Background: an optimization exercise with open tools, aiming at small area, a short achievable clock period and few clock cycles. Do not read the settings as production practice. Only simulation tests tie the RTL to the original design; equivalence was not proved. Power is estimated from default activity; no workload was simulated.

===== design/flow/flow/run.sh =====
#!/bin/bash
# Layout flow: the standard layout (standard.sh), with two changes.
#  1. Synthesis maps logic with abc_speed.script (delay-driven ABC mapping with a
#     delay target) in place of ORFS's own abc_speed.script; everything else in
#     synthesis, registers included, is the standard synthesis.
#  2. Timing repair aims below the clock period (SETUP_SLACK_MARGIN) only after
#     placement (CTS and global route stages), not at floorplan.
# Each step's full output goes to a log file of its own in this folder.
set -euo pipefail
W=$(pwd)
rm -rf "$W/scripts"
cp -r "$FLOW_HOME/scripts" "$W/scripts"
cp "$W/flow/abc_speed.script" "$W/scripts/abc_speed.script"
export SCRIPTS_DIR="$W/scripts"

MARGIN=$(cat "$W/flow/setup_margin.txt")

bash standard.sh synth > "$W/log_synth.txt" 2>&1
bash standard.sh floorplan > "$W/log_floorplan.txt" 2>&1
bash standard.sh place > "$W/log_place.txt" 2>&1
SETUP_SLACK_MARGIN=$MARGIN bash standard.sh cts > "$W/log_cts.txt" 2>&1
SETUP_SLACK_MARGIN=$MARGIN bash standard.sh route > "$W/log_route.txt" 2>&1
bash standard.sh finish > "$W/log_finish.txt" 2>&1
test -f "$W/out/final.def"

===== design/flow/flow/abc_speed.script =====
strash
dch -f
map -D 2500
buffer -c
topo
upsize -D 2500
dnsize -D 2500
stime -c

===== design/flow/flow/setup_margin.txt =====
3.5

===== design/flow/standard.sh =====
#!/bin/bash
# synth_recipe.tcl (not shown) runs the flow's synth.tcl, then flattens the netlist and writes it again
# the make line also repeats each setting of config.mk as NAME=value (left out here)
make -C /OpenROAD-flow-scripts/flow DESIGN_CONFIG=/design/flow/config.mk WORK_HOME=/design/flow/orfs CLKGATE_MAP_FILE= SYNTH_SCRIPT=/design/flow/synth_recipe.tcl "${@:-finish}"

===== design/flow/config.mk =====
export PLATFORM = sky130hd
export DESIGN_NAME = segment_address_translator_top
export DESIGN_NICKNAME = segment_address_translator_top
export VERILOG_FILES = /design/flow/design.v
export SDC_FILE = /design/flow/constraint.sdc
export NUM_CORES = 8
export LEC_CHECK = 0
export CAP_MARGIN = 20
export CORE_MARGIN = 2
export CORE_UTILIZATION = 50
export PLACE_DENSITY = 0.62
export SLEW_MARGIN = 20
export SYNTH_HIERARCHICAL = 1
export SYNTH_MEMORY_MAX_BITS = 16384

===== design/flow/constraint.sdc =====
create_clock -name core_clock -period 8.0 [get_ports {clk}]
set_input_delay 1.6000 -clock core_clock [delete_from_list [all_inputs] [get_ports {clk}]]
set_output_delay 1.6000 -clock core_clock [all_outputs]
set_load 0.01 [all_outputs]

===== design/flow/design.v =====
package sat_pkg;
    localparam int SEGMENT_SLOTS = 64;
    localparam int CACHE_DEPTH   = 8;
    localparam int ORD_W   = 6;
    localparam int ADDR_W  = 32;
    localparam int HOST_W  = 64;
    localparam logic [1:0] OP_LOAD       = 2'd0;
    localparam logic [1:0] OP_XLATE_ADDR = 2'd1;
    localparam logic [1:0] OP_XLATE_OFS  = 2'd2;
    localparam logic [1:0] ST_OK        = 2'd0;
    localparam logic [1:0] ST_DUPLICATE = 2'd1;
    localparam logic [1:0] ST_NOT_FOUND = 2'd2;
endpackage
module sat_range (
    input  logic        v,
    input  logic [31:0] a,
    input  logic [31:0] nbase,
    input  logic [32:0] nend,
    output logic        hit
);
function automatic logic ge_n(input logic [32:0] a, input logic [32:0] nb);
    logic [32:0] g;
    logic [32:0] p;
    logic [16:0] g1, p1;
    logic [8:0]  g2, p2;
    logic [4:0]  g3, p3;
    logic [2:0]  g4, p4;
    logic [1:0]  g5, p5;
    g = a & nb;
    p = a | nb;
    for (int j = 0; j < 16; j++) begin
        g1[j] = g[2*j+1] | (p[2*j+1] & g[2*j]);
        p1[j] = p[2*j+1] & p[2*j];
    end
    g1[16] = g[32]; p1[16] = p[32];
    for (int j = 0; j < 8; j++) begin
        g2[j] = g1[2*j+1] | (p1[2*j+1] & g1[2*j]);
        p2[j] = p1[2*j+1] & p1[2*j];
    end
    g2[8] = g1[16]; p2[8] = p1[16];
    for (int j = 0; j < 4; j++) begin
        g3[j] = g2[2*j+1] | (p2[2*j+1] & g2[2*j]);
        p3[j] = p2[2*j+1] & p2[2*j];
    end
    g3[4] = g2[8]; p3[4] = p2[8];
    for (int j = 0; j < 2; j++) begin
        g4[j] = g3[2*j+1] | (p3[2*j+1] & g3[2*j]);
        p4[j] = p3[2*j+1] & p3[2*j];
    end
    g4[2] = g3[4]; p4[2] = p3[4];
    g5[0] = g4[1] | (p4[1] & g4[0]);
    p5[0] = p4[1] & p4[0];
    g5[1] = g4[2]; p5[1] = p4[2];
    ge_n = g5[1] | (p5[1] & (g5[0] | p5[0]));
endfunction
    assign hit = v && ge_n({1'b0, a}, {1'b1, nbase}) && !ge_n({1'b0, a}, nend);
endmodule
module sat_add64 (
    input  logic [63:0] a,
    input  logic [63:0] b,
    input  logic        cin,
    output logic [63:0] s
);
function automatic logic [63:0] add64(input logic [63:0] a, input logic [63:0] b,
                                      input logic cin);
    logic [63:0] g;
    logic [63:0] p;
    logic [63:0] x;
    int          j;
    g = a & b;
    p = a | b;
    x = a ^ b;
    g[0] = g[0] | (p[0] & cin);
    for (int l = 0; l < 6; l++) begin
        for (int i = 0; i < 64; i++) begin
            if (((i >> l) & 1) == 1) begin
                j = ((i >> l) << l) - 1;
                g[i] = g[i] | (p[i] & g[j]);
                p[i] = p[i] & p[j];
            end
        end
    end
    add64 = x ^ {g[62:0], cin};
endfunction
    assign s = add64(a, b, cin);
endmodule
module sat_add32 (
    input  logic [31:0] a,
    input  logic [31:0] b,
    output logic [32:0] s
);
    logic [63:0] s64;
    sat_add64 u_add (.a({32'd0, a}), .b({32'd0, b}), .cin(1'b0), .s(s64));
    assign s = s64[32:0];
endmodule
module segment_address_translator_top (
    input  logic                       clk,
    input  logic                       rst_n,
    input  logic                       cmd_valid,
    output logic                       cmd_ready,
    input  logic [1:0]                 cmd_opcode,
    input  logic [sat_pkg::ORD_W-1:0]  cmd_ordinal,
    input  logic [sat_pkg::ADDR_W-1:0] cmd_segment_base,
    input  logic [sat_pkg::ADDR_W-1:0] cmd_segment_size,
    input  logic [sat_pkg::HOST_W-1:0] cmd_mapped_base,
    input  logic [sat_pkg::ADDR_W-1:0] cmd_address,
    input  logic [sat_pkg::ADDR_W-1:0] cmd_offset,
    output logic                       res_valid,
    input  logic                       res_ready,
    output logic [1:0]                 res_status,
    output logic [sat_pkg::HOST_W-1:0] res_translated,
    output logic                       res_cache_hit,
    input  logic                       cfg_write,
    input  logic [sat_pkg::ADDR_W-1:0] cfg_data
);
    localparam int N = sat_pkg::SEGMENT_SLOTS;
    localparam int D = sat_pkg::CACHE_DEPTH;
    function automatic logic [N-1:0] lowbit(input logic [N-1:0] x);
        logic [N-1:0] s;
        s = x;
        for (int d = 1; d < N; d = d * 2) begin
            s = s | (s << d);
        end
        lowbit = x & ~(s << 1);
    endfunction
    function automatic logic [5:0] encode(input logic [N-1:0] x);
        encode = '0;
        for (int i = 0; i < N; i++) begin
            if (x[i]) encode = encode | 6'(i);
        end
    endfunction
    function automatic logic [N-1:0] rotl1(input logic [N-1:0] x);
        rotl1 = {x[N-2:0], x[N-1]};
    endfunction
    logic        adv;
    logic [5:0]  phase;
    logic [31:0] image_base_reg;
    logic        p1;
    logic [1:0]  op1;
    logic [5:0]  pos1;      
    logic [31:0] base1;
    logic [32:0] end1;      
    logic [63:0] delta1;
    logic [32:0] in_end;    
    logic [32:0] in_ofs;    
    logic [32:0] in_sum;
    sat_add32 u_add_end (.a(cmd_segment_base), .b(cmd_segment_size), .s(in_end));
    sat_add32 u_add_ofs (.a(image_base_reg), .b(cmd_offset), .s(in_ofs));
    assign in_sum = (cmd_opcode == sat_pkg::OP_LOAD) ? in_end :
                    (cmd_opcode == sat_pkg::OP_XLATE_OFS) ? {1'b0, in_ofs[31:0]} :
                    {1'b0, cmd_address};
    logic [63:0] in_delta;
    sat_add64 u_add_delta (.a(cmd_mapped_base), .b({32'hffff_ffff, ~cmd_segment_base}),
                           .cin(1'b1), .s(in_delta));
    always_ff @(posedge clk)
    begin
        if (adv)
        begin
            op1    <= cmd_opcode;
            base1  <= cmd_segment_base;
            end1   <= in_sum[32:0];
            delta1 <= in_delta;
        end
    end
    logic ld1;
    logic aligned1;         
    assign ld1      = p1 && (op1 == sat_pkg::OP_LOAD);
    assign aligned1 = pos1[0];
    always_ff @(posedge clk)
    begin
        pos1 <= adv ? (cmd_ordinal + phase + 6'd1) : (pos1 + 6'd1);
    end
    logic        wv;
    logic [5:0]  wpos;      
    logic [31:0] wbase;
    logic [32:0] wend;
    logic [63:0] wdelta;
    always_ff @(posedge clk)
    begin
        wpos   <= pos1 + 6'd1;
        wbase  <= base1;
        wend   <= end1;
        wdelta <= delta1;
    end
    logic [N-1:0]         rv;
    logic [N-1:0][31:0]   rnb;
    logic [N-1:0][32:0]   rne;
    logic [N-1:0][63:0]   rdl;
    logic        we;
    logic [N-1:0] wsel;     
    logic [31:0] wd_nb;
    logic [32:0] wd_ne;
    logic [63:0] wd_dl;
    logic [N-1:0] ins;
    assign we    = wv || (adv && ld1 && aligned1);
    assign wsel  = N'(1) << (wv ? wpos : pos1);
    assign wd_nb = ~(wv ? wbase : base1);
    assign wd_ne = ~(wv ? wend : end1);
    assign wd_dl = wv ? wdelta : delta1;
    for (genvar j = 0; j < N; j++)
    begin : g_pos
        localparam int JP = (j + N - 1) % N;
        if (j % 2 == 0)
        begin : g_ins
            assign ins[j] = we && wsel[JP] && !rv[JP];
        end
        else
        begin : g_pass
            assign ins[j] = 1'b0;
        end
        always_ff @(posedge clk or negedge rst_n)
        begin
            if (!rst_n)
                rv[j] <= 1'b0;
            else
                rv[j] <= ins[j] ? 1'b1 : rv[JP];
        end
        always_ff @(posedge clk)
        begin
            rnb[j] <= ins[j] ? wd_nb : rnb[JP];
            rne[j] <= ins[j] ? wd_ne : rne[JP];
            rdl[j] <= ins[j] ? wd_dl : rdl[JP];
        end
    end
    logic dup1;
    assign dup1 = rv[pos1] || (wv && (wpos == pos1));
    logic        p2;
    logic [1:0]  op2;
    logic        dup2;
    logic [31:0] a2;
    logic [N-1:0] cp;
    always_ff @(posedge clk)
    begin
        if (adv)
        begin
            op2  <= op1;
            dup2 <= dup1;
            a2   <= end1[31:0];
        end
    end
    for (genvar j = 0; j < N; j++)
    begin : g_cmp
        sat_range u_range (.v(rv[j]), .a(a2), .nbase(rnb[j]), .nend(rne[j]), .hit(cp[j]));
    end
    logic        p3;
    logic [1:0]  op3;
    logic        dup3;
    logic [31:0] a3;
    logic [N-1:0] c3;
    always_ff @(posedge clk)
    begin
        if (adv)
        begin
            op3  <= op2;
            dup3 <= dup2;
            a3   <= a2;
        end
        c3 <= adv ? rotl1(cp) : rotl1(c3);
    end
    logic [D-1:0][5:0] rec;     
    logic [D-1:0]      rec_v;
    logic [D-1:0]      lh;
    logic              lhit;
    logic [5:0]        lpos;
    logic              tany;
    logic [N-1:0]      zmask;   
    logic [N-1:0]      hi3;
    logic [N-1:0]      tlow;
    logic [5:0]        tpos1;   
    logic              xl3;
    logic              found3;
    logic [N-1:0]      win3;
    logic [1:0]        st3;
    logic              upd;
    assign xl3 = (op3 == sat_pkg::OP_XLATE_ADDR) || (op3 == sat_pkg::OP_XLATE_OFS);
    always_comb
    begin
        for (int k = 0; k < D; k++)
        begin
            lh[k] = rec_v[k] && c3[rec[k]];
        end
        lhit = |lh;
        lpos = rec[D-1];
        for (int k = D - 1; k >= 0; k--)
        begin
            if (lh[k])
            begin
                lpos = rec[k];
            end
        end
        tany = |c3;
        zmask = {N{1'b1}} << phase;
        hi3  = c3 & zmask;
        tlow = (|hi3) ? lowbit(hi3) : lowbit(c3);
        tpos1 = encode(rotl1(tlow));
        found3 = xl3 && (lhit || tany);
        if (!found3)
            win3 = '0;
        else if (lhit)
            win3 = N'(1) << lpos;
        else
            win3 = tlow;
        if (op3 == sat_pkg::OP_LOAD && dup3)
            st3 = sat_pkg::ST_DUPLICATE;
        else if (xl3 && !found3)
            st3 = sat_pkg::ST_NOT_FOUND;
        else
            st3 = sat_pkg::ST_OK;
    end
    assign upd = adv && p3 && xl3 && !lhit && tany;
    logic [D-1:0][5:0] rec_inc;
    always_comb
    begin
        for (int k = 0; k < D; k++)
        begin
            rec_inc[k] = rec[k] + 6'd1;
        end
    end
    always_ff @(posedge clk or negedge rst_n)
    begin
        if (!rst_n)
        begin
            rec_v <= '0;
        end
        else if (upd)
        begin
            rec_v <= {rec_v[D-2:0], 1'b1};
        end
    end
    always_ff @(posedge clk)
    begin
        for (int k = 0; k < D; k++)
        begin
            if (upd)
                rec[k] <= (k == 0) ? tpos1 : rec_inc[k-1];
            else
                rec[k] <= rec_inc[k];
        end
    end
    logic         p4;
    logic [N-1:0] win4;
    logic [31:0]  a4;
    logic [1:0]   st4;
    logic         hit4;
    always_ff @(posedge clk)
    begin
        if (adv)
        begin
            a4   <= found3 ? a3 : 32'd0;
            st4  <= st3;
            hit4 <= found3 && lhit;
        end
        win4 <= adv ? rotl1(win3) : rotl1(win4);
    end
    logic [63:0] dsel;
    always_comb
    begin
        dsel = '0;
        for (int j = 0; j < N; j++)
        begin
            dsel = dsel | ({64{win4[j]}} & rdl[j]);
        end
    end
    logic        p5;
    logic [63:0] d5;
    logic [31:0] a5;
    logic [1:0]  st5;
    logic        hit5;
    always_ff @(posedge clk)
    begin
        if (adv)
        begin
            d5   <= dsel;
            a5   <= a4;
            st5  <= st4;
            hit5 <= hit4;
        end
    end
    logic [63:0] sum5;
    logic [66:0] res5;
    sat_add64 u_add_res (.a(d5), .b({32'd0, a5}), .cin(1'b0), .s(sum5));
    assign res5 = {st5, hit5, sum5};
    logic        r_v;
    logic        b_v;
    logic [66:0] r_d;
    logic [66:0] b_d;
    logic        take;
    logic        in_v;
    assign take = r_v && res_ready;
    assign in_v = adv && p5;
    logic       b_v_next;
    logic       r_v_next;
    logic       wv_next;
    logic       p1_next;
    logic       ld1_next;
    logic       pos1_0_next;
    logic       adv_next;
    always_comb
    begin
        r_v_next    = (r_v && !take) || b_v || in_v;
        b_v_next    = r_v && !take && (b_v || in_v);
        wv_next     = adv && ld1 && !aligned1;
        p1_next     = adv ? cmd_valid : p1;
        ld1_next    = adv ? (cmd_valid && cmd_opcode == sat_pkg::OP_LOAD) : ld1;
        pos1_0_next = adv ? (cmd_ordinal[0] ^ phase[0] ^ 1'b1) : !pos1[0];
        adv_next    = !b_v_next && !(wv_next && ld1_next && pos1_0_next);
    end
    always_ff @(posedge clk or negedge rst_n)
    begin
        if (!rst_n)
        begin
            adv            <= 1'b1;
            phase          <= '0;
            image_base_reg <= '0;
            p1             <= 1'b0;
            p2             <= 1'b0;
            p3             <= 1'b0;
            p4             <= 1'b0;
            p5             <= 1'b0;
            wv             <= 1'b0;
            r_v            <= 1'b0;
            b_v            <= 1'b0;
        end
        else
        begin
            adv   <= adv_next;
            phase <= phase + 6'd1;
            if (cfg_write)
            begin
                image_base_reg <= cfg_data;
            end
            p1  <= p1_next;
            if (adv)
            begin
                p2 <= p1;
                p3 <= p2;
                p4 <= p3;
                p5 <= p4;
            end
            wv  <= wv_next;
            r_v <= r_v_next;
            b_v <= b_v_next;
        end
    end
    always_ff @(posedge clk)
    begin
        if (!r_v || take)
        begin
            r_d <= b_v ? b_d : res5;
        end
        if (adv)
        begin
            b_d <= res5;
        end
    end
    logic nrdy_q;
    logic nrv_q;
    always_ff @(posedge clk or negedge rst_n)
    begin
        if (!rst_n)
        begin
            nrdy_q <= 1'b0;
            nrv_q  <= 1'b1;
        end
        else
        begin
            nrdy_q <= !adv_next;
            nrv_q  <= !r_v_next;
        end
    end
    assign cmd_ready      = !nrdy_q;
    assign res_valid      = !nrv_q;
    assign res_status     = r_d[66:65];
    assign res_cache_hit  = r_d[64];
    assign res_translated = r_d[63:0];
endmodule

==> flow_metrics.py <==
metrics = {
    "run_status": {
        "status": "timing/DRC/antenna clean",
    },
    "grt": {
        "grt_first_pass_wirelength_mm": 2050,
        "gr-usage-all-layers_pct": 40.5,
        "grt_max_degree": 179,
        "grt_pass1_vias": 285972,
        "grt.overflow.total": 0,
        "antenna_found_initial": 119,
    },
    "clocking": {
        "root_buffer": "clkbuf_16",
        "clkSlewWorstSetupHoldPaths_ps": 70,
        "cts.path.max_buffers": 4,
        "h-tree-depth": 6,
        "cts_tree": "built",
        "insertion_delay_ps": 1270,
        "hold_buffers": 0,
        "clock_sinks": 9163,
        "cts_buffers": 895,
    },
    "die": {
        "die_y_um": 833,
        "core_sq_um": 685000,
        "placementRows": 304,
        "start_util_pct": 50.2,
        "die_x_um": 833,
        "pin_count": 306,
        "dieArea_sq_um": 694000,
    },
    "cells_and_area": {
        "fill_cells": 60796,
        "reg_top3": "rdl (4096), rne (2112), rnb (2048)",
        "drive_gt1_share_pct": 7.09,
        "largest-register": "rdl",
        "final_common_cell": "dfxtp_1",
        "largest_register_ffs": 4096,
        "fin_nets": 40559,
        "syn_to_final_growth_pct": 14.0,
        "final_cell_mix": "dfxtp_1, nor2_1, a21oi_1, a22oi_1, inv_1",
        "stdcell_count": 49940,
    },
    "sta": {
        "rsz0062_at_grt": "true",
        "fin_crit_sh_pct": 57.5,
        "holdWs_ps": 299,
        "fmax_mhz": 217,
        "timing.setup.tns_ps": 0,
        "skew_ps": 134,
        "relSlewSlack_pct": 9.53,
        "fin_crit_ps": 4600,
        "setup_viol": 0,
        "drv_slew": 0,
        "hold_violations": 0,
        "tightest_slew_ps": 1350,
    },
    "detailed_routing": {
        "dr_total_vias": 315815,
        "drt-initial-drc-count": 51767,
        "drt_pass1_iterations": 9,
        "postRouteAntennaNets": 0,
        "routedWlPerCell_um": 29.6,
        "wl_mm": 1480,
        "via_per_inst": 6.32,
        "drc_errors": 0,
    },
    "setup_path": {
        "cp-end-kind": "flop",
        "cp_max_fo": 165,
        "critPathArrivalTime_ps": 5620,
        "cp_data_required_time_ps": 9020,
        "cp-start-kind": "flop",
        "crit_type": "flop to flop",
    },
    "run": {
        "drv_cap": 0,
    },
    "placed_design": {
        "numPortBuffers": 305,
        "gp_congestion": 1.02,
        "dpl.hpwl_mm": 950,
        "dp.cells": 48107,
    },
    "worst_hold_path": {
        "min_path_type": "flop to flop",
    },
    "pwr": {
        "power_density_nw_per_um2": 398,
        "vdd_drop_max_mv": 0.546,
        "p_leak_nw": 152,
    },
    "yosys": {
        "netlist_area_sq_um": 344000,
        "synthCells": 39854,
        "yosys_warnings": 9,
        "synth_area_per_cell_sq_um": 8.63,
    },
}
## power breakdown
group          switching (mW)  leakage, nW  internal (mW)
clock network            19.0         15.4           25.6
logic                    32.1         60.9           11.9
registers                9.13         76.2           58.0
## repair_timing
action / in CTS / in global routing
buffers inserted: 37 / 36
setup endpoints to repair: 1624 / 669
resized for setup: 89 / 159
pin swaps: 13 / 17
cloned: 5 / 2
## critical path, cell delays in order, from the launching register on
cell       delay [ps]
dfstp_4           840
nand2_1           310
nor3_1            480
a21oi_1           210
nor2_4            400
inv_2             270
nor3_2            320
clkbuf_16         570
buf_12            520
a21oi_1           180
## layout make-up
class | count | area (sq um) | area share (%)
repair buffers | 1041 | 10500 | 2.68
repair inverters | 5 | 37.5 | 0.00958
flip-flops and latches | 9163 | 189000 | 48.3
inverters | 2829 | 10700 | 2.74
clock buffers | 1328 | 26800 | 6.84
diodes | 71 | 178 | 0.0454
well taps | 9180 | 11500 | 2.93
clock inverters | 346 | 4410 | 1.13
multi-input cells | 25977 | 139000 | 35.4
## stage by stage
step	setup slack (ps)	power, mW	util (%)	instance area (sq um)
detailed placement	2330	108	52.3	359000
global route	3480	161	57.2	392000
CTS	3490	153	57.0	390000
global placement	2200	107	52.3	358000
finish	3400	156	57.2	392000
floorplan	593	91.2	-	344000
## path summary, 6_finish.rpt
kind                                    from                        endpoint  slack, ps  depth (start not counted)
setup / recovery               adv$_DFF_PN1_               rdl[2733]$_DFF_P_       3400                          9
hold / removal             rne[1544]$_DFF_P_               rne[1577]$_DFF_P_        300                          0
setup reg to reg               adv$_DFF_PN1_               rdl[2733]$_DFF_P_       3400                          9
max in group asynchronous              rst_n                  p5$_DFFE_PN0P_       6430                          2
hold reg to reg            rne[1544]$_DFF_P_               rne[1577]$_DFF_P_        300                          0
min in group asynchronous              rst_n  image_base_reg[25]$_DFFE_PN0P_        410                          1
## metal layers
metal,wire length [um],GRT usage [%],up-vias
met5,830,0.820,-
met4,101000,22.9,80
met3,217000,13.0,4337
met2,556000,53.7,22775
met1,604000,57.3,149901
li1,-,-,138722
Testbench counts, summed over its fixed seeds: cycles 5,001.

afterwards: timing with drivers on the ports:
The flow's constraints put no driver on any port. The routed layout listed below was extracted and timed again, unchanged, in two steps. Step 1 (the two cells are an assumption about what drives the block):
set clk [get_ports {clk}]
set_driving_cell -lib_cell sky130_fd_sc_hd__clkbuf_16 $clk
set_driving_cell -lib_cell sky130_fd_sc_hd__buf_2 [delete_from_list [all_inputs] $clk]
Step 2 times the ports against the registers' clock, not the clock port: input delays grow and output delays shrink by t, the midpoint of the rising clock arrivals with the driver on. Slacks: ideal ports / drivers / drivers and shift; pairs: ideal ports / drivers.
t, ns: 1.350
slack for setup (ns): 3.399 / 3.399 / 2.603
worst hold slack (ns): 0.299 / 0.299 / 0.299
worst setup path at the end: input to register
worst register clock-pin slew, ns: 0.08 / 0.08
After both steps this run still meets setup and hold. The setup slack of this run moves by 0.000 ns with the drivers and by -0.796 ns with both steps.
